From an optimization exercise on the open Yosys and OpenROAD flow, aimed at small area and a short achievable clock period; shortcuts taken in it are not production practice. RTL that was checked went through simulation tests only; none was proved equivalent to the original. Function not checked in runs 1, 2 and 4: the RTL went through the layout flow alone. Power is estimated from default activity; no workload was simulated.

$ cat flow/design.v
module hq_dh_sequencer #(
  parameter int Q       = 8,
  parameter int N       = 16,
  parameter int HQ_ROWS = 4,
  parameter int HQ_COLS = 32,
  parameter int TIMEOUT = 64
) (
  input  logic                clk,
  input  logic                rst,
  input  logic                wr_en,
  input  logic signed [N-1:0] wr_real,
  input  logic signed [N-1:0] wr_im,
  input  logic                start,
  input  logic                Dh_result_valid,
  output logic                loaded,
  output logic                busy,
  output logic                Dh_en,
  output logic signed [N-1:0] out_real,
  output logic signed [N-1:0] out_im,
  output logic [3:0]          q_idx,
  output logic                done,
  output logic                err
);
  localparam int DEPTH  = HQ_ROWS * HQ_COLS;
  localparam int ADDR_W = $clog2(DEPTH);
  localparam int BURST  = 2 * HQ_ROWS;
  localparam int K_W    = $clog2(BURST);
  localparam int LAST_Q = HQ_COLS / 2 - 1;
  localparam int CNT_W  = $clog2(TIMEOUT + 1);
  localparam int W      = 2 * N;                
  localparam int NFIX   = 2 * BURST;            
  localparam int CLEN   = LAST_Q + 1 - 2;       
  if (((HQ_COLS % 2) != 0) || (HQ_COLS / 2 > 16) || (Q >= N)) begin : g_param_check
    $error("hq_dh_sequencer: unsupported parameter set");
  end
  typedef enum logic [1:0] {
    S_IDLE,
    S_FEED,
    S_WAIT,
    S_DONE
  } state_t;
  state_t              r_state,    w_state_nxt;
  logic [ADDR_W-1:0]   r_wr_ptr,   w_wr_ptr_nxt;
  logic                r_loaded,   w_loaded_nxt;
  logic                r_busy,     w_busy_nxt;
  logic                r_err,      w_err_nxt;
  logic                r_done,     w_done_nxt;
  logic                r_dh_en,    w_dh_en_nxt;
  logic [3:0]          r_q,        w_q_nxt;
  logic [K_W-1:0]      r_k,        w_k_nxt;
  logic [CNT_W-1:0]    r_wait_cnt, w_wait_cnt_nxt;
  logic [W-1:0]        r_out,      w_out_nxt;
  logic                r_valid_d;
  logic                r_wv;
  logic [ADDR_W-1:0]   r_wa;
  logic [W-1:0]        r_wd;
  logic [3:0]          r_off;
  logic                w_accept;
  logic                w_wr_fire;
  logic                w_rd_en;
  logic                w_realign;
  logic                w_chain_feed;
  logic [W-1:0]        w_rd_data;
  logic [W-1:0]        b_pos0 [2];
  logic [W-1:0]        b_pos1 [2];
  logic [W-1:0]        head   [BURST];
  assign w_accept  = (r_state == S_WAIT) && Dh_result_valid && !r_valid_d;
  assign w_wr_fire = (r_state == S_IDLE) && !r_loaded && wr_en;
  always_comb begin
    w_state_nxt    = r_state;
    w_wr_ptr_nxt   = r_wr_ptr;
    w_loaded_nxt   = r_loaded;
    w_busy_nxt     = r_busy;
    w_err_nxt      = r_err;
    w_q_nxt        = r_q;
    w_k_nxt        = r_k;
    w_wait_cnt_nxt = r_wait_cnt;
    w_dh_en_nxt    = 1'b0;
    w_done_nxt     = 1'b0;
    w_rd_en        = 1'b0;
    case (r_state)
      S_IDLE: begin
        if (start && r_loaded) begin
          w_state_nxt = S_FEED;
          w_err_nxt   = 1'b0;
          w_busy_nxt  = 1'b1;
          w_q_nxt     = '0;
          w_k_nxt     = '0;
          w_dh_en_nxt = 1'b1;
          w_rd_en     = 1'b1;
        end else if (w_wr_fire) begin
          if (r_wr_ptr == ADDR_W'(DEPTH - 1)) begin
            w_wr_ptr_nxt = '0;
            w_loaded_nxt = 1'b1;
          end else begin
            w_wr_ptr_nxt = r_wr_ptr + ADDR_W'(1);
          end
        end
      end
      S_FEED: begin
        if (r_k == K_W'(BURST - 1)) begin
          w_state_nxt    = S_WAIT;
          w_wait_cnt_nxt = '0;
        end else begin
          w_k_nxt     = r_k + K_W'(1);
          w_dh_en_nxt = 1'b1;
          w_rd_en     = 1'b1;
        end
      end
      S_WAIT: begin
        if (w_accept) begin
          if (r_q == 4'(LAST_Q)) begin
            w_state_nxt  = S_DONE;
            w_done_nxt   = 1'b1;
            w_busy_nxt   = 1'b0;
            w_loaded_nxt = 1'b0;
            w_wr_ptr_nxt = '0;
          end else begin
            w_state_nxt = S_FEED;
            w_q_nxt     = r_q + 4'd1;
            w_k_nxt     = '0;
            w_dh_en_nxt = 1'b1;
            w_rd_en     = 1'b1;
          end
        end else if (r_wait_cnt == CNT_W'(TIMEOUT - 1)) begin
          w_state_nxt = S_IDLE;
          w_err_nxt   = 1'b1;
          w_busy_nxt  = 1'b0;
        end else begin
          w_wait_cnt_nxt = r_wait_cnt + CNT_W'(1);
        end
      end
      S_DONE: begin
        w_state_nxt = S_IDLE;
      end
      default: begin
        w_state_nxt = S_IDLE;
      end
    endcase
  end
  typedef enum logic [3:0] {
    R_HEAD0 = 4'd0,    
    R_B0P0  = 4'd8,
    R_B0P1  = 4'd9,
    R_B1P0  = 4'd10,
    R_B1P1  = 4'd11
  } rsel_t;
  rsel_t r_rsel, w_rsel_nxt;
  always_comb begin
    case (w_state_nxt)
      S_FEED:  w_rsel_nxt = (w_q_nxt == 4'd0) ? R_B0P1 :
                            (w_q_nxt == 4'd1) ? R_B1P1 : rsel_t'({1'b0, w_k_nxt + K_W'(1)});
      S_WAIT:  w_rsel_nxt = (w_q_nxt == 4'd0) ? R_B1P0 : R_HEAD0;
      default: w_rsel_nxt = R_B0P0;
    endcase
  end
  always_comb begin
    case (r_rsel)
      R_B0P0:  w_rd_data = b_pos0[0];
      R_B0P1:  w_rd_data = b_pos1[0];
      R_B1P0:  w_rd_data = b_pos0[1];
      R_B1P1:  w_rd_data = b_pos1[1];
      default: w_rd_data = head[r_rsel[K_W-1:0]];
    endcase
  end
  assign w_out_nxt = w_rd_en ? w_rd_data : r_out;
  assign w_chain_feed = (r_state == S_FEED) && (r_q >= 4'd2);
  assign w_realign    = (r_off != 4'd0) &&
                        ((r_state == S_IDLE) || (r_state == S_DONE) || (r_q < 4'd2));
  always_ff @(posedge clk) begin
    if (rst) begin
      r_state    <= S_IDLE;
      r_wr_ptr   <= '0;
      r_loaded   <= 1'b0;
      r_busy     <= 1'b0;
      r_err      <= 1'b0;
      r_done     <= 1'b0;
      r_dh_en    <= 1'b0;
      r_q        <= '0;
      r_k        <= '0;
      r_wait_cnt <= '0;
      r_out      <= '0;
      r_valid_d  <= 1'b0;
      r_wv       <= 1'b0;
      r_off      <= '0;
      r_rsel     <= R_B0P0;
    end else begin
      r_state    <= w_state_nxt;
      r_wr_ptr   <= w_wr_ptr_nxt;
      r_loaded   <= w_loaded_nxt;
      r_busy     <= w_busy_nxt;
      r_err      <= w_err_nxt;
      r_done     <= w_done_nxt;
      r_dh_en    <= w_dh_en_nxt;
      r_q        <= w_q_nxt;
      r_k        <= w_k_nxt;
      r_wait_cnt <= w_wait_cnt_nxt;
      r_out      <= w_out_nxt;
      r_valid_d  <= Dh_result_valid;
      r_wv       <= w_wr_fire;
      r_rsel     <= w_rsel_nxt;
      if (w_realign || (w_chain_feed && r_k == K_W'(BURST - 1)))
        r_off <= (r_off == 4'(CLEN - 1)) ? 4'd0 : r_off + 4'd1;
    end
  end
  always_ff @(posedge clk) begin
    r_wa <= r_wr_ptr;
    r_wd <= {wr_real, wr_im};
  end
  for (genvar b = 0; b < 2; b++) begin : g_burst
    logic [BURST*W-1:0] r_ch;
    logic               w_load, w_shift;
    assign w_load  = r_wv && (r_wa < ADDR_W'(NFIX)) && (r_wa[K_W] == 1'(b));
    assign w_shift = w_load || ((r_state == S_FEED) && (r_q == 4'(b)));
    always_ff @(posedge clk) begin
      if (w_shift)
        r_ch <= {r_wv ? r_wd : r_ch[W-1:0], r_ch[BURST*W-1:W]};
    end
    assign b_pos0[b] = r_ch[W-1:0];
    assign b_pos1[b] = r_ch[2*W-1:W];
  end
  for (genvar k = 0; k < BURST; k++) begin : g_chain
    logic [CLEN*W-1:0] r_ch;
    logic              w_load, w_shift;
    assign w_load  = r_wv && (r_wa >= ADDR_W'(NFIX)) && (r_wa[K_W-1:0] == K_W'(k));
    assign w_shift = w_load || w_realign || (w_chain_feed && (r_k == K_W'(k)));
    always_ff @(posedge clk) begin
      if (w_shift)
        r_ch <= {r_wv ? r_wd : r_ch[W-1:0], r_ch[CLEN*W-1:W]};
    end
    assign head[k] = r_ch[W-1:0];
  end
  assign loaded   = r_loaded;
  assign busy     = r_busy;
  assign Dh_en    = r_dh_en;
  assign out_real = r_out[W-1:N];
  assign out_im   = r_out[N-1:0];
  assign q_idx    = r_q;
  assign done     = r_done;
  assign err      = r_err;
endmodule
$ cat flow/run.sh
#!/bin/bash
# synth_recipe.tcl (not shown) runs the flow's synth.tcl, then flattens the netlist and writes it again
# the make line also repeats each setting of config.mk as NAME=value (left out here)
make -C /OpenROAD-flow-scripts/flow DESIGN_CONFIG=/design/flow/config.mk WORK_HOME=/design/flow/orfs CLKGATE_MAP_FILE= SYNTH_SCRIPT=/design/flow/synth_recipe.tcl finish
$ cat flow/config.mk
export PLATFORM = sky130hd
export DESIGN_NAME = hq_dh_sequencer
export DESIGN_NICKNAME = hq_dh_sequencer
export VERILOG_FILES = /design/flow/design.v
export SDC_FILE = /design/flow/constraint.sdc
export NUM_CORES = 4
export LEC_CHECK = 0
export CAP_MARGIN = 20
export CORE_MARGIN = 2
export CORE_UTILIZATION = 60
export SETUP_SLACK_MARGIN = 3.0
export SLEW_MARGIN = 20
$ cat flow/constraint.sdc
create_clock -name core_clock -period 6.0 [get_ports {clk}]
set_input_delay 1.2000 -clock core_clock [delete_from_list [all_inputs] [get_ports {clk}]]
set_output_delay 1.2000 -clock core_clock [all_outputs]
set_load 0.01 [all_outputs]
==> notes.md, run 1 <==
# DRC 0; grt total ovfl 0; IO buf count 77; Yosys top cell by area edfxtp_1; DP HPWL 109,000 um; slowest CP cell clkdlybuf4s50_1; worst path buffer plus inverter count 2; Main synth FF type edfxtp_1; largest net degree at the start of global routing 133; count of final setup violators 0; unrepaired setup endpoints after global routing true; Final Hold Viols 0; setup TNS 0 ns; initial core utilization 60.5%; post-synth cell types 65; Req. time, crit path 6.86 ns; Global Route met2 Usage 27.6%; Area after DPL 138,000 um^2; Avg WL per Cell 23.3 um; die height 475 um; nets@finish 6,148; GR Util met3 3.00%; register bit total from synthesis 4,205; Yosys warnings 4; cell area after layout 152,000 um^2; async set-reset flop share out of synthesis 0%; GRT Util Overall 19.4%; Synth Instances 5,578; Layout area overhead 14.5%; first-pass GRT wire length 324,000 um; outcome finished clean; normalized max-slew margin 38.9%; fmax 326 MHz; Max clock buf depth 4; Final Cycle Share 51.1%; Tightest Pin Transition 0.916 ns; Syn Area/Cell 23.9 um^2; Worst Clk Skew 0.0329 ns; CTS tree yes; GR peak layer met1; Hold Crit Class reg2reg; total number of vias 51,726; Final Wtd Congestion 0.784; max cap viols 0; Max stage delay on crit path 0.54 ns; Crit Path Class in2reg; flop-to-flop setup slack 2.99 ns; sequential element share of the synthesized area 94.0%; Synth area leaders edfxtp_1 92%, dfxtp_1 1.6%, o21ai_0 1.4%; H-tree lvl count 5; Fillers 13,348; met1 Track Usage GR 31.2%; Via-to-Cell Ratio 5.52; Post-Syn Area 133,000 um^2; share of layout cells above drive strength 1 12.9%; multi-input logic area 6650 um^2; leakage 50.3 nW; num rows 172; min Tclk post-route 3.06 ns; io pins 78; area share of the largest cell type after synthesis 92.4%; register area 125,000 um^2; DRT Pass-1 Iters 5; crit path launch type primary input; chip width 475 um; fin. max-slew vios 0; Skew-Pair Late Insertion Delay 0.94 ns; CP cell instances clkdlybuf4s50_1 > nand2b_1 > o21ai_0 > o21bai_1 > a211oi_1 > a2bb2oi_1 > inv_1 > ha_1 > nor2_1 > nand3b_1 > a21oi_1 > a31o_1; Tot Pwr 81.0 mW; critical path capture point type register; clock buffer count from CTS 408; RR Startpoint r_state[1]; CTS hold repair buffers 0; Clk Tree Root Cell clkbuf_16; top cell family by delay on the critical path compound AO/OA/AOI/OAI gates; initial antenna violation count 6; commonest non-fill, non-tap cells in the layout 4,096 x edfxtp_1, 414 x clkbuf_16, 359 x o21ai_0; FF-to-FF End r_rsel[1]; Hold Path Depth 0; worst r2r path cells 8; IR drop worst, VDD 0.354 mV; Die ar. 226,000 um^2; clk slew on worst S/H paths 0.06 ns; syn nets 5,632; DRT antenna net count 0; WL final 219,000 um; crit path from Dh_result_valid; Critical Path AT 3.92 ns; Core Box Area 220,000 um^2; vias in the first global route 50,363; CP Depth 12; Power Density 531 nW/um^2; Critical Path Sink r_rsel[1]; CTS Sinks 4,205; critical-path maximum fanout 6; number of flops mapped to enable cells by yosys 4,096; DR iter-0 viols 5,972; commonest non-fill, non-tap cell in the layout edfxtp_1
==> cells in the mapped netlist (6+ instances only) <==
cell type / n
nand3_1: 11
o21ai_0: 360
nor2_1: 67
clkbuf_1: 89
nor3_1: 19
inv_1: 332
dfxtp_1: 109
nor2b_1: 17
a211oi_1: 18
o22ai_1: 10
and3_1: 7
xor2_1: 8
buf_2: 11
a22o_1: 7
and2_1: 6
nand2b_1: 10
a21oi_1: 74
ha_1: 17
mux2i_1: 23
a2bb2oi_1: 12
nand2_1: 87
edfxtp_1: 4096
o2bb2ai_1: 6
a221o_1: 12
mux4_2: 51
o22a_1: 10
o211ai_1: 23
a221oi_1: 15
a22oi_1: 14
==> metrics by stage <==
step                      hold WS [ns]  utilization [%]  cells  setup WS [ns]
after global placement           0.370             62.8   8591           2.16
final                            0.392             69.2   9375           2.94
after global routing             0.390             69.2   9373           2.86
after floorplan                  0.351                -   5578          -2.72
after detailed placement         0.383             62.9   8593           2.10
after CTS                        0.393             69.2   9364           2.80
==> report_power, final <==
part | internal (mW) | switching [mW]
Combinational | 1.66 | 6.41
Sequential | 45.4 | 2.73
Clock | 14.6 | 10.2
Total | 61.7 | 19.3
==> worst register-to-register path, cell delays in order (launching register included) <==
cell,delay (ns)
dfxtp_1,0.44
inv_1,0.12
ha_1,0.37
a21boi_1,0.26
a2111o_1,0.46
a32o_1,0.29
or4b_4,0.56
and3_1,0.19
a31o_1,0.21
==> final cells by class <==
type,instances,area share [%]
timing repair buffer,201,1.64
clock buffer,547,7.36
clock inverter,183,1.20
inverter,332,0.818
sequential,4205,82.2
multi-input combinational,946,4.37
antenna,3,0.00493
tap,2958,2.43
==> metal layers <==
metal	routed length (um)	vias to the layer above
met4	6780	2
met1	105000	26868
met2	96300	1406
met5	17	-
li1	-	22999
met3	10700	451
==> cell families after synthesis <==
family          share of synthesized area, %
xor+xnor                              0.0658
flops                                   94.0
buf+inv                                 1.25
mux                                     1.05
compound gates                          2.58
fa+ha+maj                              0.160
simple gates                           0.860
==> state kept, by name, summed over array words and instances (netlist names) <==
signal and cells:
g_chain.r_ch 3584, g_burst.r_ch 512, r_out 32, r_wd 32, r_wa 7, r_wait_cnt 7, r_wr_ptr 7, r_off 4
r_q 4, r_rsel 4, r_k 3, r_state 2, r_busy 1, r_dh_en 1, r_done 1, r_err 1
r_loaded 1, r_valid_d 1, r_wv 1
==> how the worst min path moves through the flow <==
stage | endpoint | slack [ns] | from
final | g_chain[4].r_ch[105] | 0.39 | g_chain[4].r_ch[137]
after global routing | r_wa[6] | 0.39 | r_wr_ptr[6]
after CTS | r_wa[6] | 0.39 | r_wr_ptr[6]
after detailed placement | r_wa[6] | 0.38 | r_wr_ptr[6]
after global placement | r_wa[6] | 0.37 | r_wr_ptr[6]
after floorplan | r_wa[6] | 0.35 | r_wr_ptr[6]
==> repair_timing <==
action                                 in CTS  in global routing
buffers inserted                           25                  8
endpoints found under the hold margin       0                  0
pin swaps                                   6                  4
cloned                                     16                  0
resized for setup                         104                 13
setup endpoints to repair                2782               1710
==> inputs of run 2 (changes only) <==
--- a/flow/config.mk
+++ b/flow/config.mk
@@ -9,4 +9,6 @@
 export CORE_MARGIN = 2
 export CORE_UTILIZATION = 60
+export CTS_CLUSTER_DIAMETER = 80
+export CTS_CLUSTER_SIZE = 32
 export SETUP_SLACK_MARGIN = 3.0
 export SLEW_MARGIN = 20
==> run 2 against run 1 <==
Effect of this change:
- maximum frequency rose by 0.43%
- count of clock-buffer cells in the layout fell by 320
- area after synthesis did not move
- register-to-register slack got worse by 0.04 ns
- clock power fell by 46%
- final cell count fell by 5.2%
- setup slack improved by 0.013 ns
==> notes.md, run 2 <==
syn nets 5,632 (unchanged); DRT antenna net count 0 (unchanged); Hold Crit Class reg2reg; count of final setup violators 0 (unchanged); Max stage delay on crit path 0.57 ns (+0.03 ns); area share of the largest cell type after synthesis 92.4% (unchanged); CTS Sinks 4,205 (unchanged); Core Box Area 220,000 um^2 (unchanged); H-tree lvl count 4 (-1); Syn Area/Cell 23.9 um^2 (unchanged); cell area after layout 144,000 um^2 (-5.5%); Tightest Pin Transition 1.14 ns (+0.225 ns); Via-to-Cell Ratio 5.61 (+1.6%); Skew-Pair Late Insertion Delay 0.84 ns (-0.10 ns); critical-path maximum fanout 132 (+126); GRT Util Overall 18.5% (-0.90 points); Tot Pwr 69.4 mW (-14%); most flop-heavy register g_chain.r_ch; sequential element share of the synthesized area 94.0% (unchanged); # DRC 0 (unchanged); DR iter-0 viols 5,640 (-5.6%); top post-synthesis cells by count 4,096 x edfxtp_1, 360 x o21ai_0, 332 x inv_1, 109 x dfxtp_1, 89 x clkbuf_1; Final Hold Viols 0 (unchanged); Fillers 14,138 (+5.9%); share of layout cells above drive strength 1 7.17% (-5.7 points); unrepaired setup endpoints after global routing true; Area after DPL 138,000 um^2 (unchanged); Clk Tree Root Cell clkbuf_16; Layout area overhead 8.13%; top cell family by delay on the critical path compound AO/OA/AOI/OAI gates; vias in the first global route 47,441 (-5.8%); number of flops mapped to enable cells by yosys 4,096 (unchanged); register bit total from synthesis 4,205 (unchanged); critical path capture point type register; grt total ovfl 0 (unchanged); max FFs per register 3,584 (unchanged); slowest CP cell a221o_4; Synth area leaders edfxtp_1 92%, dfxtp_1 1.6%, o21ai_0 1.4%; Power Density 482 nW/um^2 (-9.3%); die height 475 um (unchanged); Crit Path Class reg2reg; clock buffer count from CTS 155 (-62%); worst hold start r_wr_ptr[6]; Worst Clk Skew 0.0332 ns (+0.000268 ns); Max clock buf depth 3 (-1); Final Cycle Share 50.8% (-0.22 points); Yosys warnings 4 (unchanged); register area 125,000 um^2 (about the same); CTS hold repair buffers 0 (unchanged); commonest non-fill, non-tap cells in the layout 4,096 x edfxtp_1, 359 x o21ai_0, 332 x inv_1; largest net degree at the start of global routing 133 (unchanged); RR Startpoint r_q[0]; Avg WL per Cell 23.7 um (+1.7%); crit path from r_q[0]; normalized max-slew margin 23.9% (-15 points); Main synth FF type edfxtp_1; max cap viols 0 (unchanged); CP cell instances inv_1 > ha_1 > o41ai_4 > buf_4 > nor2_4 > a221o_4 > buf_16; num rows 172 (unchanged); most common cell in the netlist edfxtp_1; outcome finished clean; first-pass GRT wire length 309,000 um (-4.4%); worst path buffer plus inverter count 3 (+1); Yosys top cell by area edfxtp_1; biggest regs g_chain.r_ch (3584), g_burst.r_ch (512); Post-Syn Area 133,000 um^2 (unchanged); flop-to-flop setup slack 2.95 ns (-0.04 ns); io pins 78 (unchanged); clk slew on worst S/H paths 0.11 ns (+0.05 ns); min Tclk post-route 3.05 ns (-0.0132 ns); fin. max-slew vios 0 (unchanged); async set-reset flop share out of synthesis 0% (unchanged); hold slack final 0.384 ns (-0.00790 ns); crit path launch type register; Critical Path AT 3.45 ns (-0.47 ns); commonest non-fill, non-tap cell in the layout edfxtp_1; initial antenna violation count 8 (+2); WL final 211,000 um (-3.6%); nets@finish 5,882 (-4.3%); IR drop worst, VDD 0.324 mV (-8.5%); Synth Instances 5,578 (unchanged); chip width 475 um (unchanged); multi-input logic area 6650 um^2 (unchanged); IO buf count 77 (unchanged); initial core utilization 60.5% (unchanged); Die ar. 226,000 um^2 (unchanged); Final Wtd Congestion 0.784 (unchanged); DP HPWL 109,000 um (unchanged); CTS tree yes; DRT Pass-1 Iters 5 (unchanged); fmax 328 MHz (+0.43%); post-synth cell types 65 (unchanged); total number of vias 49,834 (-3.7%); Req. time, crit path 6.40 ns (-0.46 ns); leakage 46.1 nW (-8.3%)
## run 2: cell counts after synthesis
Identical to the previous run, type by type.
## run 2: worst reg2reg max path, stage by stage (launching register included)
cell and delay (ns):
dfxtp_2 0.41, inv_1 0.08, ha_1 0.23, o41ai_4 0.52, buf_4 0.22, nor2_4 0.05
a221o_4 0.57, buf_16 0.27
## run 2: path summary, 6_finish.rpt
path,to,cells after the start
min reg2reg,r_wa[6],0
max reg2reg,g_chain[6].r_ch[422],7
max,g_chain[6].r_ch[422],7
min,r_wa[6],0
## run 2: kinds of logic (layout without fill, tap and decap cells)
| kind of cell | Yosys count | after routing | share of synthesized area, % |
|---|---|---|---|
| AOI/OAI and AO/OA | 588 | 598 | 2.58 |
| adders and majority gates | 17 | 17 | 0.160 |
| xor gates and xnor gates | 10 | 10 | 0.0658 |
| other | 0 | 3 | 0 |
| muxes | 76 | 76 | 1.05 |
| buffers and inverters | 437 | 775 | 1.25 |
| and+or+nand+nor | 245 | 246 | 0.860 |
| DFF | 4205 | 4205 | 94.0 |
## run 2: stage by stage
step,std cells,TNS (ns),util [%],setup WS [ns]
finish,8888,0,65.4,2.95
floorplan,5578,-4941.97,-,-2.72
global placement,8591,0,62.8,2.16
CTS,8873,0,65.2,3.00
global route,8886,0,65.4,2.90
detailed placement,8593,0,62.9,2.10
## run 2: cell type report
| class | instances | share of cell area, % |
|---|---|---|
| diodes | 3 | 0.00522 |
| inverters | 332 | 0.866 |
| clock buffers | 227 | 2.99 |
| flip-flops and latches | 4205 | 87.0 |
| multi-input cells | 947 | 4.62 |
| well taps | 2958 | 2.57 |
| clock inverters | 29 | 0.323 |
| repair buffers | 187 | 1.61 |
## run 2: repair_timing
action	CTS	global route
endpoints found under the setup margin	2807	1066
pin swaps	4	2
gates resized for setup	98	21
buffers inserted	12	6
gates cloned	12	6
## run 2: report_power, final
group	internal (mW)	switching (mW)	total [mW]
combinational	1.54	6.35	7.89
clock	5.48	8.04	13.5
sequential	45.3	2.71	48.0
total	52.3	17.1	69.4
## run 2: layer usage
layer	GRT usage (%)	routed length [um]
met1	30.3	103000
met2	27.1	94000
met3	2.44	9060
met4	4.39	4270
met5	0	19
==> inputs of run 3 (changes only) <==
--- a/flow/design.v
+++ b/flow/design.v
@@ -61,8 +61,10 @@
   logic                w_realign;
   logic                w_chain_feed;
+  logic [K_W-1:0]      w_nk;
+  logic                w_from_fix;
+  logic [3:0]          w_fidx;
   logic [W-1:0]        w_rd_data;
-  logic [W-1:0]        b_pos0 [2];
-  logic [W-1:0]        b_pos1 [2];
-  logic [W-1:0]        head   [BURST];
+  logic [W-1:0]        fix  [NFIX];
+  logic [W-1:0]        head [BURST];
   assign w_accept  = (r_state == S_WAIT) && Dh_result_valid && !r_valid_d;
   assign w_wr_fire = (r_state == S_IDLE) && !r_loaded && wr_en;
@@ -139,29 +141,9 @@
     endcase
   end
-  typedef enum logic [3:0] {
-    R_HEAD0 = 4'd0,    
-    R_B0P0  = 4'd8,
-    R_B0P1  = 4'd9,
-    R_B1P0  = 4'd10,
-    R_B1P1  = 4'd11
-  } rsel_t;
-  rsel_t r_rsel, w_rsel_nxt;
-  always_comb begin
-    case (w_state_nxt)
-      S_FEED:  w_rsel_nxt = (w_q_nxt == 4'd0) ? R_B0P1 :
-                            (w_q_nxt == 4'd1) ? R_B1P1 : rsel_t'({1'b0, w_k_nxt + K_W'(1)});
-      S_WAIT:  w_rsel_nxt = (w_q_nxt == 4'd0) ? R_B1P0 : R_HEAD0;
-      default: w_rsel_nxt = R_B0P0;
-    endcase
-  end
-  always_comb begin
-    case (r_rsel)
-      R_B0P0:  w_rd_data = b_pos0[0];
-      R_B0P1:  w_rd_data = b_pos1[0];
-      R_B1P0:  w_rd_data = b_pos0[1];
-      R_B1P1:  w_rd_data = b_pos1[1];
-      default: w_rd_data = head[r_rsel[K_W-1:0]];
-    endcase
-  end
+  assign w_nk       = (r_state == S_FEED) ? r_k + K_W'(1) : '0;
+  assign w_from_fix = (r_state == S_FEED) ? (r_q < 4'd2) :
+                      (r_state == S_WAIT) ? (r_q == 4'd0) : 1'b1;
+  assign w_fidx     = {(r_state == S_FEED) ? r_q[0] : (r_state == S_WAIT), w_nk};
+  assign w_rd_data  = w_from_fix ? fix[w_fidx] : head[w_nk];
   assign w_out_nxt = w_rd_en ? w_rd_data : r_out;
   assign w_chain_feed = (r_state == S_FEED) && (r_q >= 4'd2);
@@ -184,5 +166,4 @@
       r_wv       <= 1'b0;
       r_off      <= '0;
-      r_rsel     <= R_B0P0;
     end else begin
       r_state    <= w_state_nxt;
@@ -199,5 +180,4 @@
       r_valid_d  <= Dh_result_valid;
       r_wv       <= w_wr_fire;
-      r_rsel     <= w_rsel_nxt;
       if (w_realign || (w_chain_feed && r_k == K_W'(BURST - 1)))
         r_off <= (r_off == 4'(CLEN - 1)) ? 4'd0 : r_off + 4'd1;
@@ -208,15 +188,11 @@
     r_wd <= {wr_real, wr_im};
   end
-  for (genvar b = 0; b < 2; b++) begin : g_burst
-    logic [BURST*W-1:0] r_ch;
-    logic               w_load, w_shift;
-    assign w_load  = r_wv && (r_wa < ADDR_W'(NFIX)) && (r_wa[K_W] == 1'(b));
-    assign w_shift = w_load || ((r_state == S_FEED) && (r_q == 4'(b)));
+  for (genvar i = 0; i < NFIX; i++) begin : g_fix
+    logic [W-1:0] r_word;
     always_ff @(posedge clk) begin
-      if (w_shift)
-        r_ch <= {r_wv ? r_wd : r_ch[W-1:0], r_ch[BURST*W-1:W]};
+      if (r_wv && (r_wa < ADDR_W'(NFIX)) && (r_wa[3:0] == 4'(i)))
+        r_word <= r_wd;
     end
-    assign b_pos0[b] = r_ch[W-1:0];
-    assign b_pos1[b] = r_ch[2*W-1:W];
+    assign fix[i] = r_word;
   end
   for (genvar k = 0; k < BURST; k++) begin : g_chain
--- a/flow/config.mk
+++ b/flow/config.mk
@@ -8,7 +8,4 @@
 export CAP_MARGIN = 20
 export CORE_MARGIN = 2
-export CORE_UTILIZATION = 60
-export CTS_CLUSTER_DIAMETER = 80
-export CTS_CLUSTER_SIZE = 32
-export SETUP_SLACK_MARGIN = 3.0
+export CORE_UTILIZATION = 40
 export SLEW_MARGIN = 20
==> run 3 against run 2 <==
Effect of this change:
- final cell count increased by 26%
- synthesized cell count increased by 6.0%
- sequential cell count decreased by 4
==> notes.md, run 3 <==
critical path capture point type register; Worst Clk Skew 0.0865 ns (+0.0534 ns); Die ar. 342,000 um^2 (+52%); Crit Path Class reg2reg; Critical Path AT 4.89 ns (+1.44 ns); Clk Tree Root Cell clkbuf_16; Via-to-Cell Ratio 4.94 (-12%); IR drop worst, VDD 0.264 mV (-19%); DRT Pass-1 Iters 7 (+2); Final Hold Viols 0 (unchanged); io pins 78 (unchanged); # DRC 0 (unchanged); CTS Sinks 4,201 (-0.095%); area share of the largest cell type after synthesis 91.1% (-1.3 points); die height 585 um (+23%); Main synth FF type edfxtp_1; Req. time, crit path 6.72 ns (+0.32 ns); flop-to-flop setup slack 1.83 ns (-1.12 ns); DP HPWL 135,000 um (+24%); postcts setup bufs 0 (-12); CTS tree yes; commonest non-fill, non-tap cells in the layout 4,096 x edfxtp_1, 405 x clkbuf_16, 345 x o21ai_0; RR Startpoint r_k[0]; most flop-heavy register g_chain.r_ch; max cap viols 0 (unchanged); GRT Util Overall 13.8% (-4.7 points); worst r2r path cells 10 (+3); largest net degree at the start of global routing 141 (+6.0%); total number of vias 55,414 (+11%); most common cell in the netlist edfxtp_1; Avg WL per Cell 21.6 um (-8.7%); Synth Instances 5,910 (+6.0%); Hold Crit Class reg2reg; Yosys warnings 3 (-1); normalized max-slew margin 20.9% (-3.0 points); cell area after layout 155,000 um^2 (+7.9%); clk slew on worst S/H paths 0.07 ns (-0.04 ns); Synth area leaders edfxtp_1 91%, dfxtp_1 1.6%, o21ai_0 1.3%; number of flops mapped to enable cells by yosys 4,096 (unchanged); Setup WS pre-CTS 1.91 ns (-0.188 ns); Post-Syn Area 135,000 um^2 (+1.5%); WL final 242,000 um (+15%); initial antenna violation count 4 (-4); Fillers 27,538 (+95%); Area after DPL 142,000 um^2 (+2.9%); final worst slack 1.83 ns (-1.12 ns); unrepaired setup endpoints after global routing false; Hold Path Depth 0 (unchanged); worst hold start g_chain[7].r_ch[444]; Final Cycle Share 69.5% (+19 points); max FFs per register 3,584 (unchanged); outcome finished clean; H-tree lvl count 5 (+1); IO buf count 77 (unchanged); fin. max-slew vios 0 (unchanged); initial core utilization 40.2% (-20 points); WHS Endpoint g_chain[7].r_ch[412]; Power Density 457 nW/um^2 (-5.2%); CTS hold repair buffers 0 (unchanged); DR iter-0 viols 6,306 (+12%); post-synth cell types 65 (unchanged); nets@finish 6,417 (+9.1%); fmax 240 MHz (-27%); chip width 585 um (+23%); grt total ovfl 0 (unchanged); async set-reset flop share out of synthesis 0% (unchanged); count of final setup violators 0 (unchanged); Yosys top cell by area edfxtp_1; biggest regs g_chain.r_ch (3584), g_fix.r_word (512); Max clock buf depth 4 (+1); Gates resized, CTS repair 0 (-100%); DRT antenna net count 0 (unchanged); Skew-Pair Late Insertion Delay 0.90 ns (+0.06 ns); vias in the first global route 54,544 (+15%); Syn Area/Cell 22.9 um^2 (-4.2%); Core Box Area 336,000 um^2 (+53%); crit path launch type register; sequential element share of the synthesized area 92.6% (-1.4 points); Final Wtd Congestion 0.842 (+7.5%); first-pass GRT wire length 357,000 um (+15%); Tightest Pin Transition 1.18 ns (+0.0407 ns); Layout area overhead 15.0%; min Tclk post-route 4.17 ns (+1.12 ns); register bit total from synthesis 4,201 (-0.095%); syn nets 5,964 (+5.9%); share of layout cells above drive strength 1 11.4% (+4.2 points); num rows 213 (+24%); clock buffer count from CTS 397 (+160%); top post-synthesis cells by count 4,096 x edfxtp_1, 345 x o21ai_0, 276 x inv_1, 150 x nand2_1, 105 x dfxtp_1; commonest non-fill, non-tap cell in the layout edfxtp_1; leakage 49.0 nW (+6.2%); critical-path maximum fanout 32 (-76%); FF-to-FF End r_out[2]
==> run 3: changes by cell type after synthesis, moves of 28 or more <==
cell,change
a22oi_1,+87
buf_2,+41
inv_1,-56
mux2i_1,+49
mux4_2,-28
nand2_1,+63
nand3_1,+47
o22ai_1,+45
==> run 3: worst max path at each step <==
stage,slack (ns),depth (start not counted),from,to
3_3_place_gp,1.92,10,r_k[0],r_out[23]
4_1_cts,1.85,10,r_k[0],r_out[2]
3_5_place_dp,1.91,10,r_k[0],r_out[2]
6_report,1.83,10,r_k[0],r_out[2]
2_1_floorplan,-1.50,8,r_q[0],g_chain[0].r_ch[0]
5_1_grt,1.62,10,r_k[0],r_out[2]
==> run 3: logic make-up (layout without fill, tap and decap cells) <==
logic type	Yosys count	in the layout	synth area share, %
AO/OA/AOI/OAI	785	785	3.69
XOR/XNOR	10	10	0.0648
adder cells (fa/ha/maj)	17	17	0.157
buffers and inverters	427	1206	1.27
flip-flops	4201	4201	92.6
multiplexers	97	97	0.934
other	0	4	0
AND/OR/NAND/NOR	373	373	1.26
==> run 3: stage by stage <==
| step | hold slack, ns | util [%] | TNS (ns) | std cells | power, mW |
|---|---|---|---|---|---|
| 3_5_place_dp | 0.367 | 42.3 | 0 | 10478 | 46.9 |
| 6_report | 0.365 | 46.2 | 0 | 11208 | 71.0 |
| 5_1_grt | 0.363 | 46.2 | 0 | 11204 | 73.8 |
| 2_1_floorplan | 0.351 | - | -4625.10 | 5910 | 45.1 |
| 3_3_place_gp | 0.360 | 42.3 | 0 | 10475 | 46.6 |
| 4_1_cts | 0.351 | 46.2 | 0 | 11203 | 71.9 |
==> run 3: report_power, final <==
| group | switching, mW | internal [mW] |
|---|---|---|
| registers | 2.25 | 41.8 |
| logic | 1.88 | 0.408 |
| clock network | 10.3 | 14.4 |
| total | 14.5 | 56.6 |
==> run 3: per-layer routing <==
layer  vias to the layer above  wire length (um)  GRT usage [%]
li1                      24404                 -              -
met1                     28658            113000           20.8
met2                      1837            106000           20.1
met3                       513             14200           2.42
met4                         2              9560           5.50
met5                         -                13              0
==> run 3: worst max-delay path, stage by stage (launching register included) <==
cell and delay [ns]:
dfxtp_4 0.65, inv_1 0.29, ha_4 0.68, buf_4 0.48
nand3b_1 0.69, buf_4 0.44, o22ai_1 0.15, a21oi_1 0.20
nand2_1 0.07, a211oi_1 0.23, o21ai_0 0.12
==> run 3: layout make-up <==
class | instances | area [um^2] | share of cell area (%)
multi-input cells | 1282 | 8550 | 5.50
clock inverters | 236 | 2440 | 1.57
inverters | 277 | 1040 | 0.669
repair buffers | 204 | 2050 | 1.32
flip-flops and latches | 4201 | 125000 | 80.5
diodes | 4 | 10.0 | 0.00644
well taps | 4515 | 5650 | 3.64
clock buffers | 489 | 10500 | 6.76
==> inputs of run 4 (changes only) <==
--- a/flow/design.v
+++ b/flow/design.v
@@ -53,18 +53,18 @@
   logic                r_valid_d;
   logic                r_wv;
-  logic [ADDR_W-1:0]   r_wa;
   logic [W-1:0]        r_wd;
-  logic [3:0]          r_off;
+  logic [3:0]          r_off,      w_off_nxt;
+  logic                r_ra;        
+  logic [BURST-1:0]    r_shf;       
+  logic [BURST-1:0]    r_sh;        
+  logic [1:0]          r_shb;       
   logic                w_accept;
   logic                w_wr_fire;
   logic                w_rd_en;
-  logic                w_realign;
-  logic                w_chain_feed;
-  logic [K_W-1:0]      w_nk;
-  logic                w_from_fix;
-  logic [3:0]          w_fidx;
+  logic                w_go;
   logic [W-1:0]        w_rd_data;
-  logic [W-1:0]        fix  [NFIX];
-  logic [W-1:0]        head [BURST];
+  logic [W-1:0]        b_pos0 [2];
+  logic [W-1:0]        b_pos1 [2];
+  logic [W-1:0]        head   [BURST];
   assign w_accept  = (r_state == S_WAIT) && Dh_result_valid && !r_valid_d;
   assign w_wr_fire = (r_state == S_IDLE) && !r_loaded && wr_en;
@@ -141,13 +141,46 @@
     endcase
   end
-  assign w_nk       = (r_state == S_FEED) ? r_k + K_W'(1) : '0;
-  assign w_from_fix = (r_state == S_FEED) ? (r_q < 4'd2) :
-                      (r_state == S_WAIT) ? (r_q == 4'd0) : 1'b1;
-  assign w_fidx     = {(r_state == S_FEED) ? r_q[0] : (r_state == S_WAIT), w_nk};
-  assign w_rd_data  = w_from_fix ? fix[w_fidx] : head[w_nk];
+  typedef enum logic [3:0] {
+    R_HEAD0 = 4'd0,    
+    R_B0P0  = 4'd8,
+    R_B0P1  = 4'd9,
+    R_B1P0  = 4'd10,
+    R_B1P1  = 4'd11
+  } rsel_t;
+  rsel_t r_rsel, w_rsel_nxt;
+  rsel_t w_rsel_go, w_rsel_stay;
+  assign w_go = (r_state == S_IDLE) ? start : w_accept;
+  always_comb begin
+    case (r_state)
+      S_IDLE:  w_rsel_go = r_loaded ? R_B0P1 : R_B0P0;
+      S_WAIT:  w_rsel_go = (r_q == 4'd0) ? R_B1P1 :
+                           (r_q == 4'(LAST_Q)) ? R_B0P0 : rsel_t'(R_HEAD0 + 4'd1);
+      default: w_rsel_go = w_rsel_stay;
+    endcase
+  end
+  always_comb begin
+    case (r_state)
+      S_FEED:  w_rsel_stay = (r_k != K_W'(BURST - 1)) ?
+                             ((r_q == 4'd0) ? R_B0P1 :
+                              (r_q == 4'd1) ? R_B1P1 : rsel_t'({1'b0, r_k + K_W'(2)})) :
+                             ((r_q == 4'd0) ? R_B1P0 : R_HEAD0);
+      S_WAIT:  w_rsel_stay = (r_wait_cnt == CNT_W'(TIMEOUT - 1)) ? R_B0P0 :
+                             (r_q == 4'd0) ? R_B1P0 : R_HEAD0;
+      default: w_rsel_stay = R_B0P0;
+    endcase
+  end
+  assign w_rsel_nxt = w_go ? w_rsel_go : w_rsel_stay;
+  always_comb begin
+    case (r_rsel)
+      R_B0P0:  w_rd_data = b_pos0[0];
+      R_B0P1:  w_rd_data = b_pos1[0];
+      R_B1P0:  w_rd_data = b_pos0[1];
+      R_B1P1:  w_rd_data = b_pos1[1];
+      default: w_rd_data = head[r_rsel[K_W-1:0]];
+    endcase
+  end
   assign w_out_nxt = w_rd_en ? w_rd_data : r_out;
-  assign w_chain_feed = (r_state == S_FEED) && (r_q >= 4'd2);
-  assign w_realign    = (r_off != 4'd0) &&
-                        ((r_state == S_IDLE) || (r_state == S_DONE) || (r_q < 4'd2));
+  assign w_off_nxt = (r_ra || r_shf[BURST-1]) ?
+                     ((r_off == 4'(CLEN - 1)) ? 4'd0 : r_off + 4'd1) : r_off;
   always_ff @(posedge clk) begin
     if (rst) begin
@@ -166,4 +199,9 @@
       r_wv       <= 1'b0;
       r_off      <= '0;
+      r_ra       <= 1'b0;
+      r_shf      <= '0;
+      r_sh       <= '0;
+      r_shb      <= '0;
+      r_rsel     <= R_B0P0;
     end else begin
       r_state    <= w_state_nxt;
@@ -180,27 +218,35 @@
       r_valid_d  <= Dh_result_valid;
       r_wv       <= w_wr_fire;
-      if (w_realign || (w_chain_feed && r_k == K_W'(BURST - 1)))
-        r_off <= (r_off == 4'(CLEN - 1)) ? 4'd0 : r_off + 4'd1;
+      r_rsel     <= w_rsel_nxt;
+      r_off      <= w_off_nxt;
+      r_ra       <= (w_off_nxt != 4'd0) && (!r_busy || (r_q < 4'd2));
+      for (int k = 0; k < BURST; k++) begin
+        r_shf[k] <= (r_state == S_FEED) && (r_q >= 4'd2) && (r_k == K_W'(k));
+        r_sh[k]  <= (w_wr_fire && (r_wr_ptr >= ADDR_W'(NFIX)) && (r_wr_ptr[K_W-1:0] == K_W'(k))) ||
+                    ((w_off_nxt != 4'd0) && (!r_busy || (r_q < 4'd2))) ||
+                    ((r_state == S_FEED) && (r_q >= 4'd2) && (r_k == K_W'(k)));
+      end
+      for (int b = 0; b < 2; b++) begin
+        r_shb[b] <= (w_wr_fire && (r_wr_ptr < ADDR_W'(NFIX)) && (r_wr_ptr[K_W] == 1'(b))) ||
+                    ((w_state_nxt == S_FEED) && (w_q_nxt == 4'(b)));
+      end
     end
   end
   always_ff @(posedge clk) begin
-    r_wa <= r_wr_ptr;
     r_wd <= {wr_real, wr_im};
   end
-  for (genvar i = 0; i < NFIX; i++) begin : g_fix
-    logic [W-1:0] r_word;
+  for (genvar b = 0; b < 2; b++) begin : g_burst
+    logic [BURST*W-1:0] r_ch;
     always_ff @(posedge clk) begin
-      if (r_wv && (r_wa < ADDR_W'(NFIX)) && (r_wa[3:0] == 4'(i)))
-        r_word <= r_wd;
+      if (r_shb[b])
+        r_ch <= {r_wv ? r_wd : r_ch[W-1:0], r_ch[BURST*W-1:W]};
     end
-    assign fix[i] = r_word;
+    assign b_pos0[b] = r_ch[W-1:0];
+    assign b_pos1[b] = r_ch[2*W-1:W];
   end
   for (genvar k = 0; k < BURST; k++) begin : g_chain
     logic [CLEN*W-1:0] r_ch;
-    logic              w_load, w_shift;
-    assign w_load  = r_wv && (r_wa >= ADDR_W'(NFIX)) && (r_wa[K_W-1:0] == K_W'(k));
-    assign w_shift = w_load || w_realign || (w_chain_feed && (r_k == K_W'(k)));
     always_ff @(posedge clk) begin
-      if (w_shift)
+      if (r_sh[k])
         r_ch <= {r_wv ? r_wd : r_ch[W-1:0], r_ch[CLEN*W-1:W]};
     end
--- a/flow/config.mk
+++ b/flow/config.mk
@@ -8,4 +8,7 @@
 export CAP_MARGIN = 20
 export CORE_MARGIN = 2
-export CORE_UTILIZATION = 40
+export CORE_UTILIZATION = 60
+export CTS_CLUSTER_DIAMETER = 80
+export CTS_CLUSTER_SIZE = 32
+export SETUP_SLACK_MARGIN = 3.0
 export SLEW_MARGIN = 20
==> run 4 against run 3 <==
Effect of this change:
- still clean on timing, DRC and antenna
- sequential power fell by 16%
- final area shrank 7.7%
- register-to-register slack better by 1.3 ns
==> notes.md, run 4 <==
outcome finished clean; Clk Tree Root Cell clkbuf_16; cell area after layout 143,000 um^2 (-7.7%); Worst Clk Skew 0.0431 ns (-0.0435 ns); commonest non-fill, non-tap cell in the layout edfxtp_1; Tot Pwr 52.6 mW (-26%); WL final 212,000 um (-12%); fmax 346 MHz (+44%); IO buf count 77 (unchanged); vias in the first global route 46,728 (-14%); Max clock buf depth 3 (-1); number of flops mapped to enable cells by yosys 4,096 (unchanged); initial antenna violation count 6 (+2); min Tclk post-route 2.89 ns (-1.28 ns); register bit total from synthesis 4,210 (+0.21%); top cell family by delay on the critical path buffers and inverters; final cell count without fillers 8,914 (-20%); Post-Syn Area 134,000 um^2 (-1.1%); Critical Path AT 1.69 ns (-3.20 ns); post-synth cell types 63 (-3.1%); max cap viols 0 (unchanged); hold slack final 0.404 ns (+0.0382 ns); crit path launch type register; top post-synthesis cells by count 4,096 x edfxtp_1, 338 x inv_1, 337 x o21ai_0, 114 x dfxtp_1, 96 x nor2_1; Final Wtd Congestion 0.785 (-6.7%); H-tree lvl count 4 (-1); worst hold start g_chain[6].r_ch[432]; sequential element share of the synthesized area 93.8% (+1.2 points); CP cell instances dlygate4sd2_1; fin. max-slew vios 0 (unchanged); commonest non-fill, non-tap cells in the layout 4,096 x edfxtp_1, 337 x inv_1, 337 x o21ai_0; setup TNS 0 ns (unchanged); CTS Sinks 4,210 (+0.21%); largest net degree at the start of global routing 179 (+27%); Yosys top cell by area edfxtp_1; DRT Pass-1 Iters 6 (-1); Avg WL per Cell 23.8 um (+10%); clock buffer count from CTS 157 (-60%); grt total ovfl 0 (unchanged); num rows 173 (-19%); max FFs per register 3,584 (unchanged); flop-to-flop setup slack 3.13 ns (+1.30 ns); Main synth FF type edfxtp_1; async set-reset flop share out of synthesis 0% (unchanged); syn nets 5,678 (-4.8%); worst r2r path cells 8 (-2); Power Density 367 nW/um^2 (-20%); most flop-heavy register g_chain.r_ch; unrepaired setup endpoints after global routing false; IR drop worst, VDD 0.292 mV (+11%); clk slew on worst S/H paths 0.11 ns (+0.04 ns); first-pass GRT wire length 310,000 um (-13%); Die ar. 226,000 um^2 (-34%); slowest CP cell dlygate4sd2_1; Yosys warnings 4 (+1); CTS hold repair buffers 0 (unchanged); Hold Path Depth 0 (unchanged); Final Cycle Share 48.2% (-21 points); GRT Util Overall 18.7% (+4.8 points); normalized max-slew margin 17.9% (-2.9 points); placed cells 8,626 (-18%); Synth Instances 5,620 (-4.9%); Core Box Area 222,000 um^2 (-34%); crit path from r_out[24]; count of final setup violators 0 (unchanged); initial core utilization 60.2% (+20 points); Hold Crit Class reg2reg; FF-to-FF End r_out[30]; area share of the largest cell type after synthesis 92.1% (+1.0 points); Synth area leaders edfxtp_1 92%, dfxtp_1 1.7%, o21ai_0 1.3%; Final Hold Viols 0 (unchanged); Area after DPL 138,000 um^2 (-2.8%); Max stage delay on crit path 0.47 ns (-0.22 ns); Via-to-Cell Ratio 5.58 (+13%); biggest regs g_chain.r_ch (3584), g_burst.r_ch (512); DR iter-0 viols 5,584 (-11%); total number of vias 49,764 (-10%); WHS Endpoint g_chain[6].r_ch[400]; # DRC 0 (unchanged); chip width 476 um (-19%); leakage 45.3 nW (-7.5%); Syn Area/Cell 23.8 um^2 (+4.0%); Skew-Pair Late Insertion Delay 0.84 ns (-0.06 ns); share of layout cells above drive strength 1 6.51% (-4.9 points); Fillers 14,555 (-47%); most common cell in the netlist edfxtp_1; RR Startpoint r_state[0]; DRT antenna net count 0 (unchanged); nets@finish 5,872 (-8.5%); worst path buffer plus inverter count 1 (-2); CTS tree yes; die height 476 um (-19%); critical-path maximum fanout 2 (-94%); Req. time, crit path 4.80 ns (-1.92 ns); Layout area overhead 7.35%; io pins 78 (unchanged); Crit Path Class reg2out; Tightest Pin Transition 1.23 ns (+0.0484 ns); critical path capture point type output port; DP HPWL 118,000 um (-13%)
run 4: cell count changes in the layout (fill, tap and decap cells not counted), moves of 42 or more:
cell and change:
clkinv_1 -89, clkinv_2 -57, buf_4 -60, clkbuf_16 -241, bufinv_16 -42, a22oi_1 -91, inv_1 +61, nand2_1 -78
run 4: kinds of logic (layout without fill, tap and decap cells):
family	count (synthesis)	in the layout	synth area share, %
XOR/XNOR	10	10	0.0656
adder cells (fa/ha/maj)	21	21	0.197
flip-flops	4210	4210	93.8
other	0	8	0
buffers and inverters	448	759	1.35
AO/OA/AOI/OAI	567	567	2.52
multiplexers	86	86	1.10
AND/OR/NAND/NOR	278	278	0.982
run 4: area by class of cell:
cell class	count	area (um^2)	area share, %
Multi-Input combinational cell	962	6530	4.55
Sequential cell	4210	125000	87.4
Timing Repair Buffer	144	1580	1.10
Antenna cell	8	20.0	0.0140
Clock buffer	236	4420	3.09
Clock inverter	40	464	0.324
Tap cell	2975	3720	2.60
Inverter	339	1270	0.889
run 4: per-layer routing:
| metal | global-route usage (%) | part of all wire [%] | vias up |
|---|---|---|---|
| met4 | 4.72 | 2.3 | 0 |
| met5 | 0 | 0 | - |
| met1 | 31.7 | 50 | 26195 |
| li1 | - | - | 22217 |
| met2 | 26.2 | 44 | 1100 |
| met3 | 2.26 | 4.3 | 252 |
run 4: worst max path at each step:
stage                    endpoint  slack [ns]  cells past startpoint
2_1_floorplan  g_burst[1].r_ch[0]        2.23                      0
3_3_place_gp            r_out[11]        2.22                      7
3_5_place_dp            r_out[14]        2.20                      7
4_1_cts              out_real[14]        2.78                      1
5_1_grt               out_real[8]        3.02                      1
6_report              out_real[8]        3.11                      1
run 4: where the power goes:
group	total, mW	switching (mW)	internal (mW)
Combinational	2.10	1.82	0.277
Sequential	36.9	0.958	36.0
Clock	13.6	8.18	5.44
Total	52.6	11.0	41.7
run 4: repair_timing:
item,CTS,global route
endpoints found under the setup margin,61,16
buffers inserted,3,0
resized for setup,76,4
pin swaps,1,0
cloned,0,0
endpoints found under the hold margin,0,0
run 4: metrics by stage:
| stage | worst slack, ns | util (%) |
|---|---|---|
| after CTS | 2.78 | 64.6 |
| after detailed placement | 2.20 | 62.4 |
| after global placement | 2.22 | 62.4 |
| after floorplan | 2.23 | - |
| final | 3.11 | 64.6 |
| after global routing | 3.02 | 64.6 |
==> inputs of run 5 (changes only) <==
--- a/flow/design.v
+++ b/flow/design.v
@@ -27,5 +27,5 @@
   localparam int K_W    = $clog2(BURST);
   localparam int LAST_Q = HQ_COLS / 2 - 1;
-  localparam int CNT_W  = $clog2(TIMEOUT + 1);
+  localparam int CNT_W  = $clog2(TIMEOUT);
   localparam int W      = 2 * N;                
   localparam int NFIX   = 2 * BURST;            
@@ -59,4 +59,7 @@
   logic [BURST-1:0]    r_sh;        
   logic [1:0]          r_shb;       
+  logic                r_rdf;       
+  logic                r_rds;       
+  logic                r_rda;       
   logic                w_accept;
   logic                w_wr_fire;
@@ -77,8 +80,7 @@
     w_q_nxt        = r_q;
     w_k_nxt        = r_k;
-    w_wait_cnt_nxt = r_wait_cnt;
+    w_wait_cnt_nxt = (r_state == S_WAIT) ? r_wait_cnt + CNT_W'(1) : '0;
     w_dh_en_nxt    = 1'b0;
     w_done_nxt     = 1'b0;
-    w_rd_en        = 1'b0;
     case (r_state)
       S_IDLE: begin
@@ -90,5 +92,4 @@
           w_k_nxt     = '0;
           w_dh_en_nxt = 1'b1;
-          w_rd_en     = 1'b1;
         end else if (w_wr_fire) begin
           if (r_wr_ptr == ADDR_W'(DEPTH - 1)) begin
@@ -102,10 +103,8 @@
       S_FEED: begin
         if (r_k == K_W'(BURST - 1)) begin
-          w_state_nxt    = S_WAIT;
-          w_wait_cnt_nxt = '0;
+          w_state_nxt = S_WAIT;
         end else begin
           w_k_nxt     = r_k + K_W'(1);
           w_dh_en_nxt = 1'b1;
-          w_rd_en     = 1'b1;
         end
       end
@@ -123,5 +122,4 @@
             w_k_nxt     = '0;
             w_dh_en_nxt = 1'b1;
-            w_rd_en     = 1'b1;
           end
         end else if (r_wait_cnt == CNT_W'(TIMEOUT - 1)) begin
@@ -129,6 +127,4 @@
           w_err_nxt   = 1'b1;
           w_busy_nxt  = 1'b0;
-        end else begin
-          w_wait_cnt_nxt = r_wait_cnt + CNT_W'(1);
         end
       end
@@ -180,4 +176,5 @@
     endcase
   end
+  assign w_rd_en = r_rdf || (r_rds && start) || (r_rda && Dh_result_valid && !r_valid_d);
   assign w_out_nxt = w_rd_en ? w_rd_data : r_out;
   assign w_off_nxt = (r_ra || r_shf[BURST-1]) ?
@@ -204,4 +201,7 @@
       r_shb      <= '0;
       r_rsel     <= R_B0P0;
+      r_rdf      <= 1'b0;
+      r_rds      <= 1'b0;
+      r_rda      <= 1'b0;
     end else begin
       r_state    <= w_state_nxt;
@@ -219,4 +219,7 @@
       r_wv       <= w_wr_fire;
       r_rsel     <= w_rsel_nxt;
+      r_rdf      <= (w_state_nxt == S_FEED) && (w_k_nxt != K_W'(BURST - 1));
+      r_rds      <= (w_state_nxt == S_IDLE) && w_loaded_nxt;
+      r_rda      <= (w_state_nxt == S_WAIT) && (w_q_nxt != 4'(LAST_Q));
       r_off      <= w_off_nxt;
       r_ra       <= (w_off_nxt != 4'd0) && (!r_busy || (r_q < 4'd2));
--- a/flow/config.mk
+++ b/flow/config.mk
@@ -8,7 +8,7 @@
 export CAP_MARGIN = 20
 export CORE_MARGIN = 2
-export CORE_UTILIZATION = 60
-export CTS_CLUSTER_DIAMETER = 80
-export CTS_CLUSTER_SIZE = 32
-export SETUP_SLACK_MARGIN = 3.0
+export CORE_UTILIZATION = 80
+export CTS_CLUSTER_DIAMETER = 60
+export CTS_CLUSTER_SIZE = 24
+export SETUP_SLACK_MARGIN = 3.6
 export SLEW_MARGIN = 20
==> run 5 against run 4 <==
Effect of this change:
- the flow now stops in clock tree synthesis
- area after synthesis about the same
- synthesized cell count increased by 1.1%
==> notes.md, run 5 <==
outcome aborted with a tool error; clock buffer count from CTS 199 (+27%); Yosys warnings 4 (unchanged); Main synth FF type edfxtp_1; Syn Area/Cell 23.5 um^2 (-1.2%); syn nets 5,737 (+1.0%); Yosys top cell by area edfxtp_1; Clk Tree Root Cell clkbuf_16; CTS hold repair buffers 0 (unchanged); number of flops mapped to enable cells by yosys 4,096 (unchanged); num rows 149 (-14%); Final Wtd Congestion 0.875 (+11%); die height 412 um (-13%); most common cell in the netlist edfxtp_1; IO buf count 77 (unchanged); initial core utilization 80.7% (+20 points); postcts setup bufs 67 (+64); chip width 412 um (-13%); Gates resized, CTS repair 416 (+450%); DP HPWL 131,000 um (+11%); area share of the largest cell type after synthesis 92.2% (about the same); post-synth cell types 73 (+16%); async set-reset flop share out of synthesis 0% (unchanged); Synth Instances 5,681 (+1.1%); top post-synthesis cells by count 4,096 x edfxtp_1, 413 x o21ai_0, 336 x inv_1, 123 x nand2_1, 116 x dfxtp_1; Setup WS pre-CTS 1.91 ns (-0.289 ns); first error [ERROR DPL-0033] detailed placement checks failed during check placement.; stage reached clock tree synthesis; Post-Syn Area 133,000 um^2 (about the same); Max clock buf depth 3 (unchanged); register bit total from synthesis 4,212 (+0.048%); sequential element share of the synthesized area 93.9% (+0.12 points); CTS Sinks 4,212 (+0.048%); H-tree lvl count 4 (unchanged); io pins 78 (unchanged); Synth area leaders edfxtp_1 92%, dfxtp_1 1.7%, o21ai_0 1.5%
==> run 5: cell types whose count changed after synthesis, sizes merged, moves of 13 or more <==
| cell | before | now |
|---|---|---|
| buf | 50 | 37 |
| nand2 | 72 | 124 |
| o21ai | 337 | 414 |
| mux4 | 48 | 29 |
| a211oi | 30 | 11 |
| a21oi | 54 | 85 |
| a22oi | 10 | 26 |
| nor2b | 21 | 6 |
| a221oi | 22 | 9 |
| nor2 | 96 | 65 |
| clkbuf | 59 | 82 |
==> run 5: worst min-delay path by stage <==
stage | endpoint | slack, ns | cells past startpoint
after detailed placement | g_burst[0].r_ch[106] | 0.40 | 0
after floorplan | g_burst[0].r_ch[100] | 0.40 | 0
after global placement | g_chain[5].r_ch[89] | 0.40 | 0
==> run 5: kinds of logic after synthesis <==
logic type      after synthesis  synth area share [%]
fa+ha+maj                    19                 0.178
simple gates                277                 0.952
flops                      4212                  93.9
buf+inv                     455                  1.35
xor+xnor                      8                0.0525
compound gates              651                  2.84
mux                          59                 0.718
==> run 5: power by group through the flow <==
stage / Sequential [mW] / Clock, mW / Combinational [mW]
detailed placement: 38.4 / 0 / 2.72
global placement: 38.1 / 0 / 2.49
floorplan: 39.1 / 0 / 0.493
==> run 5: through the flow <==
step / cells / util [%] / area [um^2] / power (mW)
after detailed placement: 7877 / 83.0 / 137000 / 41.1
after global placement: 7876 / 83.0 / 137000 / 40.6
after floorplan: 5681 / - / 133000 / 39.6
==> inputs of run 6 (changes only) <==
--- a/flow/config.mk
+++ b/flow/config.mk
@@ -8,5 +8,5 @@
 export CAP_MARGIN = 20
 export CORE_MARGIN = 2
-export CORE_UTILIZATION = 80
+export CORE_UTILIZATION = 75
 export CTS_CLUSTER_DIAMETER = 60
 export CTS_CLUSTER_SIZE = 24
==> run 6 against run 5 <==
Effect of this change:
- synthesized cell count unchanged
- the run now finishes clean
- area after synthesis unchanged
==> notes.md, run 6 <==
outcome finished clean; IO buf count 77 (unchanged); Clk Tree Root Cell clkbuf_16; register bit total from synthesis 4,212 (unchanged); Avg WL per Cell 28.9 um; Core Box Area 176,000 um^2; Power Density 391 nW/um^2; Fillers 7,619; RR Startpoint r_q[0]; io pins 78 (unchanged); normalized max-slew margin 6.06%; DRT Pass-1 Iters 9; commonest non-fill, non-tap cells in the layout 4,096 x edfxtp_1, 412 x o21ai_0, 334 x inv_1; Critical Path AT 1.44 ns; die height 426 um (+3.2%); Synth area leaders edfxtp_1 92%, dfxtp_1 1.7%, o21ai_0 1.5%; GRT Util Overall 27.1%; Final Hold Viols 0; fin. max-slew vios 0; Hold Crit Class reg2reg; initial core utilization 75.6% (-5.1 points); async set-reset flop share out of synthesis 0% (unchanged); setup TNS 0 ns; # DRC 0; CTS hold repair buffers 0 (unchanged); number of flops mapped to enable cells by yosys 4,096 (unchanged); clk slew on worst S/H paths 0.12 ns; initial antenna violation count 20; top cell family by delay on the critical path flip-flops; biggest regs g_chain.r_ch (3584), g_burst.r_ch (512); Worst Clk Skew 0.0496 ns; area share of the largest cell type after synthesis 92.2% (unchanged); crit path launch type register; CTS Sinks 4,212 (unchanged); CTS tree yes; count of final setup violators 0; Via-to-Cell Ratio 6.29; chip width 426 um (+3.2%); clock buffer count from CTS 206 (+3.5%); num rows 154 (+3.4%); IR drop worst, VDD 0.342 mV; post-synth cell types 73 (unchanged); Synth Instances 5,681 (unchanged); CP cell instances buf_6; H-tree lvl count 4 (unchanged); Die ar. 181,000 um^2; critical path capture point type output port; share of layout cells above drive strength 1 9.04%; Main synth FF type edfxtp_1; critical-path maximum fanout 2; Yosys top cell by area edfxtp_1; WL final 243,000 um; FF-to-FF End r_wr_ptr[4]; hold slack final 0.395 ns; crit path from r_out[22]; slowest CP cell dfxtp_4; Critical Path Sink out_real[6]; DR iter-0 viols 7,261; fmax 379 MHz; flop-to-flop setup slack 3.61 ns; multi-input logic area 6480 um^2; Yosys warnings 4 (unchanged); unrepaired setup endpoints after global routing true; Req. time, crit path 4.80 ns; max cap viols 0; DRT antenna net count 0; Layout area overhead 8.46%; Max clock buf depth 3 (unchanged); Max stage delay on crit path 0.45 ns; sequential element share of the synthesized area 93.9% (unchanged); worst r2r path cells 9; most common cell in the netlist edfxtp_1; register area 126,000 um^2; leakage 46.4 nW; commonest non-fill, non-tap cell in the layout edfxtp_1; grt total ovfl 0; CP Depth 1; total number of vias 53,034; nets@finish 6,002; DP HPWL 120,000 um (-8.4%); Skew-Pair Late Insertion Delay 0.89 ns; first-pass GRT wire length 350,000 um; Syn Area/Cell 23.5 um^2 (unchanged); Final Cycle Share 43.9%; Crit Path Class reg2out; worst path buffer plus inverter count 1; Post-Syn Area 133,000 um^2 (unchanged); Tightest Pin Transition 1.41 ns; min Tclk post-route 2.64 ns; largest net degree at the start of global routing 190; vias in the first global route 52,073; max FFs per register 3,584; top post-synthesis cells by count 4,096 x edfxtp_1, 413 x o21ai_0, 336 x inv_1, 123 x nand2_1, 116 x dfxtp_1; syn nets 5,737 (unchanged); Final Wtd Congestion 0.836 (-4.5%); most flop-heavy register g_chain.r_ch
run 6: per-layer routing:
| metal | vias to the layer above | GRT usage, % | part of all wire [%] |
|---|---|---|---|
| li1 | 22562 | - | - |
| met1 | 27028 | 43.5 | 43 |
| met2 | 2887 | 40.1 | 46 |
| met3 | 551 | 4.13 | 8.1 |
| met4 | 6 | 8.22 | 3.3 |
| met5 | - | 0 | 0.012 |
run 6: how the worst min path moves through the flow:
stage          slack (ns)              endpoint                 start  depth (start not counted)
2_1_floorplan        0.40  g_burst[0].r_ch[100]  g_burst[0].r_ch[132]                          0
3_3_place_gp         0.40  g_chain[3].r_ch[142]  g_chain[3].r_ch[174]                          0
3_5_place_dp         0.40  g_burst[0].r_ch[114]  g_burst[0].r_ch[146]                          0
4_1_cts              0.40   g_chain[3].r_ch[27]   g_chain[3].r_ch[59]                          0
5_1_grt              0.41   g_chain[5].r_ch[48]   g_chain[5].r_ch[80]                          0
6_report             0.40  g_chain[6].r_ch[288]  g_chain[6].r_ch[320]                          0
run 6: timing repair:
| item | 4_1_cts | 5_1_grt |
|---|---|---|
| setup endpoints to repair | 100 | 198 |
| setup buffers | 25 | 13 |
| pin swaps | 2 | 7 |
| resized for setup | 326 | 20 |
| cloned | 4 | 0 |
run 6: metrics by stage:
step                utilization, %  std cells  setup slack [ns]  area (um^2)  total power [mW]
floorplan                        -       5681              2.24       133000              39.6
CTS                           81.8       8401              3.30       144000              56.8
global route                  82.0       8418              3.32       145000              58.2
finish                        82.0       8426              3.36       145000              56.6
detailed placement            77.8       8034              1.85       137000              41.0
global placement              77.8       8034              1.82       137000              40.6
run 6: cells by family (layout without fill, tap and decap cells):
group | Yosys count | count (layout) | synth area share [%]
buffers and inverters | 455 | 849 | 1.35
XOR/XNOR | 8 | 8 | 0.0525
other | 0 | 10 | 0
multiplexers | 59 | 59 | 0.718
flip-flops | 4212 | 4212 | 93.9
AO/OA/AOI/OAI | 651 | 652 | 2.84
adder cells (fa/ha/maj) | 19 | 19 | 0.178
AND/OR/NAND/NOR | 277 | 277 | 0.952
run 6: cell type report:
cell class                 count  share of cell area, %
tap                         2340                   2.02
multi-input combinational   1015                   4.48
inverter                     336                  0.874
sequential                  4212                   86.7
antenna                       10                 0.0173
clock buffer                 284                   3.98
timing repair buffer         175                   1.46
clock inverter                54                  0.455
run 6: power breakdown:
part	switching [mW]	internal, mW
Combinational	2.37	0.490
Sequential	1.32	36.5
Clock	8.71	7.20

==> re-timing with driven ports <==
In the flow no input, the clock included, has a driving cell. The finished layouts below were timed again as built, in two steps. Step 1 (the two cells are an assumption about what drives the block):
set clk [get_ports {clk}]
set_driving_cell -lib_cell sky130_fd_sc_hd__clkbuf_16 $clk
set_driving_cell -lib_cell sky130_fd_sc_hd__buf_2 [delete_from_list [all_inputs] $clk]
Step 2, shift: input delay + t, output delay - t, t = (earliest + latest rising clock arrival at the registers) / 2. This alone moves slack from input paths to output paths. Slacks: no drivers / after step 1 / after step 2; pairs: no drivers / after step 1.
run | shift t [ns] | setup slack, ns | hold WS [ns] | worst setup path after step 2 | worst data-port slew with drivers (ns)
run 1 | 1.012 | 2.937 / 2.990 / 1.991 | 0.392 / 0.392 / 0.392 | input to register | 0.07
run 2 | 0.909 | 2.950 / 2.950 / 2.152 | 0.384 / 0.384 / 0.384 | input to register | 0.06
run 3 | 0.954 | 1.829 / 1.829 / 1.829 | 0.365 / 0.365 / 0.365 | register to register | 0.07
run 4 | 0.914 | 3.107 / 3.018 / 2.509 | 0.404 / 0.404 / 0.404 | input to register | 0.11
run 6 | 0.954 | 3.365 / 3.277 / 2.639 | 0.395 / 0.395 / 0.395 | input to register | 0.14
After both steps every run listed still meets setup and hold. For run 1, which loses most, drivers alone change the setup slack by +0.053 ns; drivers and shift together by -0.946 ns.
